This design comes from an exercise in tuning for a short achievable clock period and few clock cycles per item on the open sky130 flow, not from production work.

==> inputs of build 16 <==
==> flow/design.v <==
module conv_requant_packer #(
  parameter int DATA_WIDTH = 8,
  parameter int ACC_WIDTH  = 32,
  parameter int BUS_WIDTH  = 128,
  parameter int ADDR_WIDTH = 18
) (
  input  logic                  clk,
  input  logic                  rst,
  input  logic                  start,
  input  logic [ADDR_WIDTH-1:0] cfg_base_addr,
  input  logic [15:0]           cfg_scale,
  input  logic [4:0]            cfg_shift,
  input  logic [1:0]            cfg_act_mode,
  input  logic [DATA_WIDTH-1:0] cfg_clip_max,
  output logic                  busy,
  output logic                  done,
  input  logic                  in_valid,
  output logic                  in_ready,
  input  logic [ACC_WIDTH-1:0]  in_acc,
  input  logic [ACC_WIDTH-1:0]  in_bias,
  input  logic                  in_last,
  output logic                  out_valid,
  input  logic                  out_ready,
  output logic [ADDR_WIDTH-1:0] out_addr,
  output logic [BUS_WIDTH-1:0]  out_data,
  output logic                  out_last,
  output logic [15:0]           sat_count
);
  localparam int PW = 48;                        
  localparam int NB = 9;                         
  function automatic logic [2*PW-1:0] csa(input logic [PW-1:0] a, input logic [PW-1:0] b,
                                          input logic [PW-1:0] c);
    logic [PW-1:0] s, cy;
    s   = a ^ b ^ c;
    cy  = ((a & b) | (a & c) | (b & c)) << 1;
    csa = {cy, s};
  endfunction
  function automatic logic [11:0] window(input logic [PW-1:0] p, input logic [31:0] sh_oh,
                                         input logic [PW-1:0] fmask);
    logic [PW:0] p2;
    logic [9:0]  w;
    logic        fit;
    p2 = {p, 1'b0};
    for (int j = 0; j < 10; j++) w[j] = |(sh_oh & p2[j +: 32]);
    fit = &(~(p ^ {PW{p[PW-1]}}) | ~fmask);
    window = {p[PW-1], fit, w};
  endfunction
  logic busy_q, done_q, run_q, in_ready_q, first_q;
  logic [5:0] cnt_q;                    
  logic start_ok, accept, pop, out_free;
  logic [5:0] cnt_d;
  logic run_d;
  logic out_valid_q, out_last_q;
  assign start_ok = start & ~busy_q;
  assign accept   = in_valid & in_ready_q;
  assign pop      = out_valid_q & out_ready;
  assign out_free = ~out_valid_q | out_ready;
  assign busy     = busy_q;
  assign done     = done_q;
  assign in_ready = in_ready_q;
  logic room00, room10, room01, room11, room;
  always_comb begin
    case ({accept, pop})
      2'b10:   cnt_d = cnt_q + 6'd1;
      2'b01:   cnt_d = cnt_q - 6'd16;
      2'b11:   cnt_d = cnt_q - 6'd15;
      default: cnt_d = cnt_q;
    endcase
    if (start_ok) cnt_d = '0;
    room00 = (cnt_q <= 6'd31);
    room10 = (cnt_q <= 6'd30);
    room01 = (cnt_q >= 6'd16) && (cnt_q <= 6'd47);
    room11 = (cnt_q >= 6'd15) && (cnt_q <= 6'd46);
    case ({accept, pop})
      2'b10:   room = room10;
      2'b01:   room = room01;
      2'b11:   room = room11;
      default: room = room00;
    endcase
    run_d = start_ok | (run_q & ~(accept & in_last));
  end
  logic idle_q;
  always_ff @(posedge clk) begin
    if (rst) begin
      busy_q     <= 1'b0;
      idle_q     <= 1'b1;
      done_q     <= 1'b0;
      run_q      <= 1'b0;
      in_ready_q <= 1'b0;
      first_q    <= 1'b0;
      cnt_q      <= '0;
    end else begin
      busy_q     <= start_ok | (busy_q & ~done_q);
      idle_q     <= ~start_ok & (idle_q | done_q);
      done_q     <= pop & out_last_q;
      run_q      <= run_d;
      in_ready_q <= start_ok | (run_q & ~(accept & in_last) & room);
      first_q    <= start_ok;
      cnt_q      <= cnt_d;
    end
  end
  logic [15:0] scale_q;
  logic [4:0]  shift_q;
  logic [1:0]  mode_q;
  logic [7:0]  clip_q;
  always_ff @(posedge clk) begin
    if (idle_q) begin
      scale_q <= cfg_scale;
      shift_q <= cfg_shift;
      mode_q  <= cfg_act_mode;
      clip_q  <= cfg_clip_max;
    end
  end
  logic [NB-1:0] bneg_q, bone_q, btwo_q;
  logic [PW-1:0] fmask_q;                
  logic [31:0]   shoh_q;                 
  logic signed [9:0] hi_q, him1_q, lo_q, lom1_q;
  logic [7:0]    hib_q, lob_q;
  logic [PW-1:0] pmax_q, pmin_q;         
  logic [11:0]   wmax_q, wmin_q;         
  always_ff @(posedge clk) begin
    logic [17:0] y;
    logic signed [7:0] lo8, hi8;
    y = {2'b00, scale_q};
    for (int i = 0; i < NB; i++) begin
      logic ym1, y0, y1;
      ym1 = (i == 0) ? 1'b0 : y[2*i-1];
      y0  = y[2*i];
      y1  = y[2*i+1];
      bneg_q[i] <= y1 & ~(y0 & ym1);
      bone_q[i] <= y0 ^ ym1;
      btwo_q[i] <= (y1 & ~y0 & ~ym1) | (~y1 & y0 & ym1);
    end
    for (int k = 0; k < PW; k++) fmask_q[k] <= (k >= int'(shift_q) + 8);
    for (int k = 0; k < 32; k++) shoh_q[k] <= (k == int'(shift_q));
    case (mode_q)
      2'd1: begin lo8 = 8'sd0; hi8 = 8'sd127; end
      2'd2: begin
        if ($signed(clip_q) < 0) begin lo8 = $signed(clip_q); hi8 = $signed(clip_q); end
        else begin lo8 = 8'sd0; hi8 = $signed(clip_q); end
      end
      default: begin lo8 = -8'sd128; hi8 = 8'sd127; end
    endcase
    hi_q   <= 10'(hi8);
    him1_q <= 10'(hi8) - 10'sd1;
    lo_q   <= 10'(lo8);
    lom1_q <= 10'(lo8) - 10'sd1;
    hib_q  <= hi8;
    lob_q  <= lo8;
    pmax_q <= {1'b0, scale_q, 31'd0} - {32'd0, scale_q};
    pmin_q <= '0 - {1'b0, scale_q, 31'd0};
    wmax_q <= window(pmax_q, shoh_q, fmask_q);
    wmin_q <= window(pmin_q, shoh_q, fmask_q);
  end
  logic        v0, l0;
  logic [16:0] slo0;                     
  logic [15:0] ahi0, bhi0;
  always_ff @(posedge clk) begin
    slo0 <= {1'b0, in_acc[15:0]} + {1'b0, in_bias[15:0]};
    ahi0 <= in_acc[31:16];
    bhi0 <= in_bias[31:16];
    l0   <= in_last;
  end
  logic        v1, l1, ovf1, neg1;
  logic [PW-1:0] row1 [NB];
  always_ff @(posedge clk) begin
    logic [17:0] hs2;
    logic [16:0] hs;
    logic signed [31:0] x;
    logic [PW-1:0] m, row;
    hs2 = {ahi0[15], ahi0, slo0[16]} + {bhi0[15], bhi0, slo0[16]};
    hs  = hs2[17:1];
    x   = {hs[15:0], slo0[15:0]};
    for (int i = 0; i < NB; i++) begin
      m = '0;
      if (bone_q[i]) m = PW'(x);
      if (btwo_q[i]) m = PW'(x) << 1;
      if (bneg_q[i]) m = ~m;
      row = m << (2 * i);
      if (i > 0) row[2*i-2] = bneg_q[i-1];
      row1[i] <= row;
    end
    ovf1 <= hs[16] ^ hs[15];
    neg1 <= hs[16];
    l1   <= l0;
  end
  logic        v2, l2, ovf2, neg2;
  logic [PW-1:0] r2_0, r2_1, r2_2;
  always_ff @(posedge clk) begin
    logic [PW-1:0] t0, t1, t2, t3, t4, t5, u0, u1, u2, u3;
    {t1, t0} = csa(row1[0], row1[1], row1[2]);
    {t3, t2} = csa(row1[3], row1[4], row1[5]);
    {t5, t4} = csa(row1[6], row1[7], row1[8]);
    {u1, u0} = csa(t0, t1, t2);
    {u3, u2} = csa(t3, t4, t5);
    {r2_1, r2_0} <= csa(u0, u1, u2);
    r2_2 <= u3;
    ovf2 <= ovf1;
    neg2 <= neg1;
    l2   <= l1;
  end
  logic        v3, l3, ovf3, neg3;
  logic [24:0] plo3;
  logic [23:0] phi3_c0, phi3_c1;
  always_ff @(posedge clk) begin
    logic [PW-1:0] u0, u1;
    logic [24:0] h1;
    {u1, u0} = csa(r2_0, r2_1, r2_2);
    plo3    <= {1'b0, u0[23:0]} + {1'b0, u1[23:0]};
    phi3_c0 <= u0[47:24] + u1[47:24];
    h1       = {u0[47:24], 1'b1} + {u1[47:24], 1'b1};
    phi3_c1 <= h1[24:1];
    ovf3 <= ovf2;
    neg3 <= neg2;
    l3   <= l2;
  end
  logic        v4, l4;
  logic [11:0] w4;
  always_ff @(posedge clk) begin
    logic [PW-1:0] p;
    p  = {plo3[24] ? phi3_c1 : phi3_c0, plo3[23:0]};
    if (ovf3) w4 <= neg3 ? wmin_q : wmax_q;
    else      w4 <= window(p, shoh_q, fmask_q);
    l4 <= l3;
  end
  always_ff @(posedge clk) begin
    if (rst) begin
      v0 <= 1'b0; v1 <= 1'b0; v2 <= 1'b0; v3 <= 1'b0; v4 <= 1'b0;
    end else begin
      v0 <= accept; v1 <= v0; v2 <= v1; v3 <= v2; v4 <= v3;
    end
  end
  logic [7:0] q4;
  logic       sat4;
  always_comb begin
    logic signed [9:0] h;
    logic b, fit, sgn, ge_hi, le_lo, sat_p, sat_n;
    logic [7:0] inc;
    h   = {w4[9], w4[9:1]};
    b   = w4[0];
    fit = w4[10];
    sgn = w4[11];
    inc = h[7:0] + {7'd0, b};
    ge_hi = b ? (h >= him1_q) : (h >= hi_q);
    le_lo = b ? (h <= lom1_q) : (h <= lo_q);
    sat_p = b ? (h >= 10'sd127) : (h >= 10'sd128);
    sat_n = b ? (h <= -10'sd130) : (h <= -10'sd129);
    if (!fit)       q4 = sgn ? lob_q : hib_q;
    else if (ge_hi) q4 = hib_q;
    else if (le_lo) q4 = lob_q;
    else            q4 = inc;
    sat4 = ~fit | sat_p | sat_n;
  end
  logic [3:0]            idx_q;
  logic [BUS_WIDTH-1:0]  pack_q, out_data_q;
  logic                  pack_full_q, pack_last_q;
  logic [ADDR_WIDTH-1:0] naddr_q, out_addr_q;
  logic                  complete, load_out;
  logic [BUS_WIDTH-1:0]  word;
  assign complete = v4 & ((idx_q == 4'd15) | l4);
  assign load_out = out_free & (pack_full_q | complete);
  always_comb begin
    word = pack_q;
    word[idx_q*8 +: 8] = q4;
  end
  always_ff @(posedge clk) begin
    if (rst) begin
      idx_q       <= '0;
      pack_q      <= '0;
      pack_full_q <= 1'b0;
      pack_last_q <= 1'b0;
    end else if (pack_full_q) begin
      if (out_free) begin
        pack_q      <= '0;
        pack_full_q <= 1'b0;
      end
    end else if (v4) begin
      if (complete) begin
        idx_q <= '0;
        if (out_free) begin
          pack_q <= '0;
        end else begin
          pack_q      <= word;
          pack_full_q <= 1'b1;
          pack_last_q <= l4;
        end
      end else begin
        idx_q  <= idx_q + 4'd1;
        pack_q <= word;
      end
    end
  end
  always_ff @(posedge clk) begin
    if (idle_q)         naddr_q <= cfg_base_addr;
    else if (load_out)  naddr_q <= naddr_q + ADDR_WIDTH'(1);
  end
  always_ff @(posedge clk) begin
    if (rst) begin
      out_valid_q <= 1'b0;
      out_last_q  <= 1'b0;
      out_data_q  <= '0;
      out_addr_q  <= '0;
    end else if (out_free) begin
      out_valid_q <= pack_full_q | complete;
      out_last_q  <= pack_full_q ? pack_last_q : l4;
      out_data_q  <= pack_full_q ? pack_q : word;
      out_addr_q  <= naddr_q;
    end
  end
  assign out_valid = out_valid_q;
  assign out_data  = out_data_q;
  assign out_addr  = out_addr_q;
  assign out_last  = out_last_q;
  logic [15:0] sat_cnt_q;
  always_ff @(posedge clk) begin
    if (rst || first_q)                            sat_cnt_q <= '0;
    else if (v4 && sat4 && sat_cnt_q != 16'hFFFF)  sat_cnt_q <= sat_cnt_q + 16'd1;
  end
  assign sat_count = sat_cnt_q;
endmodule
==> flow/run.sh <==
#!/bin/bash
# synth_recipe.tcl (not shown) runs the flow's synth.tcl, then flattens the netlist and writes it again
# the make line also repeats each setting of config.mk as NAME=value (left out here)
make -C /OpenROAD-flow-scripts/flow DESIGN_CONFIG=/design/flow/config.mk WORK_HOME=/design/flow/orfs CLKGATE_MAP_FILE= SYNTH_SCRIPT=/design/flow/synth_recipe.tcl finish
==> flow/config.mk <==
export PLATFORM = sky130hd
export DESIGN_NAME = conv_requant_packer
export DESIGN_NICKNAME = conv_requant_packer
export VERILOG_FILES = /design/flow/design.v
export SDC_FILE = /design/flow/constraint.sdc
export NUM_CORES = 4
export LEC_CHECK = 0
export ABC_CLOCK_PERIOD_IN_PS = 2000
export CAP_MARGIN = 20
export CORE_MARGIN = 2
export CORE_UTILIZATION = 40
export SETUP_SLACK_MARGIN = 5
export SLEW_MARGIN = 20
==> flow/constraint.sdc <==
create_clock -name core_clock -period 7.5 [get_ports {clk}]
set_input_delay 1.5000 -clock core_clock [delete_from_list [all_inputs] [get_ports {clk}]]
set_output_delay 1.5000 -clock core_clock [all_outputs]
set_load 0.01 [all_outputs]
==> trial 80: changes against build 16 <==
--- a/flow/design.v
+++ b/flow/design.v
@@ -58,7 +58,6 @@
   assign busy     = busy_q;
   assign done     = done_q;
   assign in_ready = in_ready_q;
-  logic room00, room10, room01, room11, room;
   always_comb begin
     case ({accept, pop})
       2'b10:   cnt_d = cnt_q + 6'd1;
@@ -67,23 +66,11 @@
       default: cnt_d = cnt_q;
     endcase
     if (start_ok) cnt_d = '0;
-    room00 = (cnt_q <= 6'd31);
-    room10 = (cnt_q <= 6'd30);
-    room01 = (cnt_q >= 6'd16) && (cnt_q <= 6'd47);
-    room11 = (cnt_q >= 6'd15) && (cnt_q <= 6'd46);
-    case ({accept, pop})
-      2'b10:   room = room10;
-      2'b01:   room = room01;
-      2'b11:   room = room11;
-      default: room = room00;
-    endcase
     run_d = start_ok | (run_q & ~(accept & in_last));
   end
-  logic idle_q;
   always_ff @(posedge clk) begin
     if (rst) begin
       busy_q     <= 1'b0;
-      idle_q     <= 1'b1;
       done_q     <= 1'b0;
       run_q      <= 1'b0;
       in_ready_q <= 1'b0;
@@ -91,10 +78,9 @@
       cnt_q      <= '0;
     end else begin
       busy_q     <= start_ok | (busy_q & ~done_q);
-      idle_q     <= ~start_ok & (idle_q | done_q);
       done_q     <= pop & out_last_q;
       run_q      <= run_d;
-      in_ready_q <= start_ok | (run_q & ~(accept & in_last) & room);
+      in_ready_q <= run_d & ~cnt_d[5];
       first_q    <= start_ok;
       cnt_q      <= cnt_d;
     end
@@ -104,7 +90,7 @@
   logic [1:0]  mode_q;
   logic [7:0]  clip_q;
   always_ff @(posedge clk) begin
-    if (idle_q) begin
+    if (!busy_q) begin
       scale_q <= cfg_scale;
       shift_q <= cfg_shift;
       mode_q  <= cfg_act_mode;
@@ -154,80 +140,72 @@
   end
   logic        v0, l0;
   logic [16:0] slo0;                     
-  logic [15:0] ahi0, bhi0;
+  logic [16:0] shi0_c0, shi0_c1;         
   always_ff @(posedge clk) begin
-    slo0 <= {1'b0, in_acc[15:0]} + {1'b0, in_bias[15:0]};
-    ahi0 <= in_acc[31:16];
-    bhi0 <= in_bias[31:16];
-    l0   <= in_last;
+    slo0    <= {1'b0, in_acc[15:0]} + {1'b0, in_bias[15:0]};
+    shi0_c0 <= {in_acc[31], in_acc[31:16]} + {in_bias[31], in_bias[31:16]};
+    shi0_c1 <= {in_acc[31], in_acc[31:16]} + {in_bias[31], in_bias[31:16]} + 17'd1;
+    l0      <= in_last;
   end
   logic        v1, l1, ovf1, neg1;
-  logic [PW-1:0] row1 [NB];
+  logic [PW-1:0] r1_0, r1_1, r1_2, r1_3;
   always_ff @(posedge clk) begin
-    logic [17:0] hs2;
     logic [16:0] hs;
     logic signed [31:0] x;
-    logic [PW-1:0] m, row;
-    hs2 = {ahi0[15], ahi0, slo0[16]} + {bhi0[15], bhi0, slo0[16]};
-    hs  = hs2[17:1];
-    x   = {hs[15:0], slo0[15:0]};
+    logic [PW-1:0] row [NB];
+    logic [PW-1:0] m, t0, t1, t2, t3, t4, t5, u0, u1, u2, u3;
+    hs = slo0[16] ? shi0_c1 : shi0_c0;
+    x  = {hs[15:0], slo0[15:0]};
     for (int i = 0; i < NB; i++) begin
       m = '0;
       if (bone_q[i]) m = PW'(x);
       if (btwo_q[i]) m = PW'(x) << 1;
       if (bneg_q[i]) m = ~m;
-      row = m << (2 * i);
-      if (i > 0) row[2*i-2] = bneg_q[i-1];
-      row1[i] <= row;
+      row[i] = m << (2 * i);
     end
+    for (int i = 1; i < NB; i++)
+      if (bneg_q[i-1]) row[i][2*i-2] = 1'b1;
+    {t1, t0} = csa(row[0], row[1], row[2]);
+    {t3, t2} = csa(row[3], row[4], row[5]);
+    {t5, t4} = csa(row[6], row[7], row[8]);
+    {u1, u0} = csa(t0, t1, t2);
+    {u3, u2} = csa(t3, t4, t5);
+    r1_0 <= u0;
+    r1_1 <= u1;
+    r1_2 <= u2;
+    r1_3 <= u3;
     ovf1 <= hs[16] ^ hs[15];
     neg1 <= hs[16];
     l1   <= l0;
   end
   logic        v2, l2, ovf2, neg2;
-  logic [PW-1:0] r2_0, r2_1, r2_2;
+  logic [24:0] plo2;
+  logic [23:0] phi2_c0, phi2_c1;
   always_ff @(posedge clk) begin
-    logic [PW-1:0] t0, t1, t2, t3, t4, t5, u0, u1, u2, u3;
-    {t1, t0} = csa(row1[0], row1[1], row1[2]);
-    {t3, t2} = csa(row1[3], row1[4], row1[5]);
-    {t5, t4} = csa(row1[6], row1[7], row1[8]);
-    {u1, u0} = csa(t0, t1, t2);
-    {u3, u2} = csa(t3, t4, t5);
-    {r2_1, r2_0} <= csa(u0, u1, u2);
-    r2_2 <= u3;
+    logic [PW-1:0] t0, t1, u0, u1;
+    {t1, t0} = csa(r1_0, r1_1, r1_2);
+    {u1, u0} = csa(t0, t1, r1_3);
+    plo2    <= {1'b0, u0[23:0]} + {1'b0, u1[23:0]};
+    phi2_c0 <= u0[47:24] + u1[47:24];
+    phi2_c1 <= u0[47:24] + u1[47:24] + 24'd1;
     ovf2 <= ovf1;
     neg2 <= neg1;
     l2   <= l1;
   end
-  logic        v3, l3, ovf3, neg3;
-  logic [24:0] plo3;
-  logic [23:0] phi3_c0, phi3_c1;
-  always_ff @(posedge clk) begin
-    logic [PW-1:0] u0, u1;
-    logic [24:0] h1;
-    {u1, u0} = csa(r2_0, r2_1, r2_2);
-    plo3    <= {1'b0, u0[23:0]} + {1'b0, u1[23:0]};
-    phi3_c0 <= u0[47:24] + u1[47:24];
-    h1       = {u0[47:24], 1'b1} + {u1[47:24], 1'b1};
-    phi3_c1 <= h1[24:1];
-    ovf3 <= ovf2;
-    neg3 <= neg2;
-    l3   <= l2;
-  end
-  logic        v4, l4;
-  logic [11:0] w4;
+  logic        v3, l3;
+  logic [11:0] w3;
   always_ff @(posedge clk) begin
     logic [PW-1:0] p;
-    p  = {plo3[24] ? phi3_c1 : phi3_c0, plo3[23:0]};
-    if (ovf3) w4 <= neg3 ? wmin_q : wmax_q;
-    else      w4 <= window(p, shoh_q, fmask_q);
-    l4 <= l3;
+    p  = {plo2[24] ? phi2_c1 : phi2_c0, plo2[23:0]};
+    if (ovf2) w3 <= neg2 ? wmin_q : wmax_q;
+    else      w3 <= window(p, shoh_q, fmask_q);
+    l3 <= l2;
   end
   always_ff @(posedge clk) begin
     if (rst) begin
-      v0 <= 1'b0; v1 <= 1'b0; v2 <= 1'b0; v3 <= 1'b0; v4 <= 1'b0;
+      v0 <= 1'b0; v1 <= 1'b0; v2 <= 1'b0; v3 <= 1'b0;
     end else begin
-      v0 <= accept; v1 <= v0; v2 <= v1; v3 <= v2; v4 <= v3;
+      v0 <= accept; v1 <= v0; v2 <= v1; v3 <= v2;
     end
   end
   logic [7:0] q4;
@@ -236,10 +214,10 @@
     logic signed [9:0] h;
     logic b, fit, sgn, ge_hi, le_lo, sat_p, sat_n;
     logic [7:0] inc;
-    h   = {w4[9], w4[9:1]};
-    b   = w4[0];
-    fit = w4[10];
-    sgn = w4[11];
+    h   = {w3[9], w3[9:1]};
+    b   = w3[0];
+    fit = w3[10];
+    sgn = w3[11];
     inc = h[7:0] + {7'd0, b};
     ge_hi = b ? (h >= him1_q) : (h >= hi_q);
     le_lo = b ? (h <= lom1_q) : (h <= lo_q);
@@ -257,7 +235,7 @@
   logic [ADDR_WIDTH-1:0] naddr_q, out_addr_q;
   logic                  complete, load_out;
   logic [BUS_WIDTH-1:0]  word;
-  assign complete = v4 & ((idx_q == 4'd15) | l4);
+  assign complete = v3 & ((idx_q == 4'd15) | l3);
   assign load_out = out_free & (pack_full_q | complete);
   always_comb begin
     word = pack_q;
@@ -274,7 +252,7 @@
         pack_q      <= '0;
         pack_full_q <= 1'b0;
       end
-    end else if (v4) begin
+    end else if (v3) begin
       if (complete) begin
         idx_q <= '0;
         if (out_free) begin
@@ -282,7 +260,7 @@
         end else begin
           pack_q      <= word;
           pack_full_q <= 1'b1;
-          pack_last_q <= l4;
+          pack_last_q <= l3;
         end
       end else begin
         idx_q  <= idx_q + 4'd1;
@@ -291,7 +269,7 @@
     end
   end
   always_ff @(posedge clk) begin
-    if (idle_q)         naddr_q <= cfg_base_addr;
+    if (!busy_q)        naddr_q <= cfg_base_addr;
     else if (load_out)  naddr_q <= naddr_q + ADDR_WIDTH'(1);
   end
   always_ff @(posedge clk) begin
@@ -302,7 +280,7 @@
       out_addr_q  <= '0;
     end else if (out_free) begin
       out_valid_q <= pack_full_q | complete;
-      out_last_q  <= pack_full_q ? pack_last_q : l4;
+      out_last_q  <= pack_full_q ? pack_last_q : l3;
       out_data_q  <= pack_full_q ? pack_q : word;
       out_addr_q  <= naddr_q;
     end
@@ -314,7 +292,7 @@
   logic [15:0] sat_cnt_q;
   always_ff @(posedge clk) begin
     if (rst || first_q)                            sat_cnt_q <= '0;
-    else if (v4 && sat4 && sat_cnt_q != 16'hFFFF)  sat_cnt_q <= sat_cnt_q + 16'd1;
+    else if (v3 && sat4 && sat_cnt_q != 16'hFFFF)  sat_cnt_q <= sat_cnt_q + 16'd1;
   end
   assign sat_count = sat_cnt_q;
 endmodule
==> summary.txt <==
In trial 80 the final area is smaller than in build 16, by about 5.6%. In trial 80 the hold slack is worse than in build 16, by 0.00064 ns. In build 16 the non-clock buffer count is lower than in trial 80, by 92. Wire length: trial 80 is lower than build 16 (7.9%). Of trial 80 and build 16, build 16 has the higher global-route usage (gap 0.26 points). Against trial 80, the via count of build 16 is larger by about 6%. Of build 16 and trial 80, build 16 has the higher clock skew (gap 0.0048 ns). In build 16 the area after synthesis is larger than in trial 80, by about 12%. Against trial 80, the setup slack of build 16 is higher by 1.2 ns.
No functional check of the RTL was part of any run of this note.

==> what the ideal ports hide <==
How much do the figures lean on ideal ports? The routed layouts below were timed once more, with nothing changed but the port constraints. Step 1: set_driving_cell puts a clkbuf_16 on clk and a buf_2 on each other input, an assumption about the parent block. Step 2 also shifts input and output timing later by t, the mid clock arrival at the registers, as if the neighbouring blocks saw the same clock. a / b / c = ideal ports / drivers / drivers and shift; a / b = the first two.
| run | shift t [ns] | setup WS [ns] | worst register clock-pin slew, ns | worst slew at a driven data input, ns |
|---|---|---|---|---|
| build 16 | 0.843 | 4.631 / 4.612 / 3.908 | 0.07 / 0.07 | 0.14 |
| trial 80 | 0.756 | 3.426 / 3.426 / 3.426 | 0.07 / 0.07 | 0.08 |
After both steps every run listed still meets setup and hold. The setup slack of build 16, which loses most, moves by -0.019 ns with the drivers and by -0.723 ns with both steps.
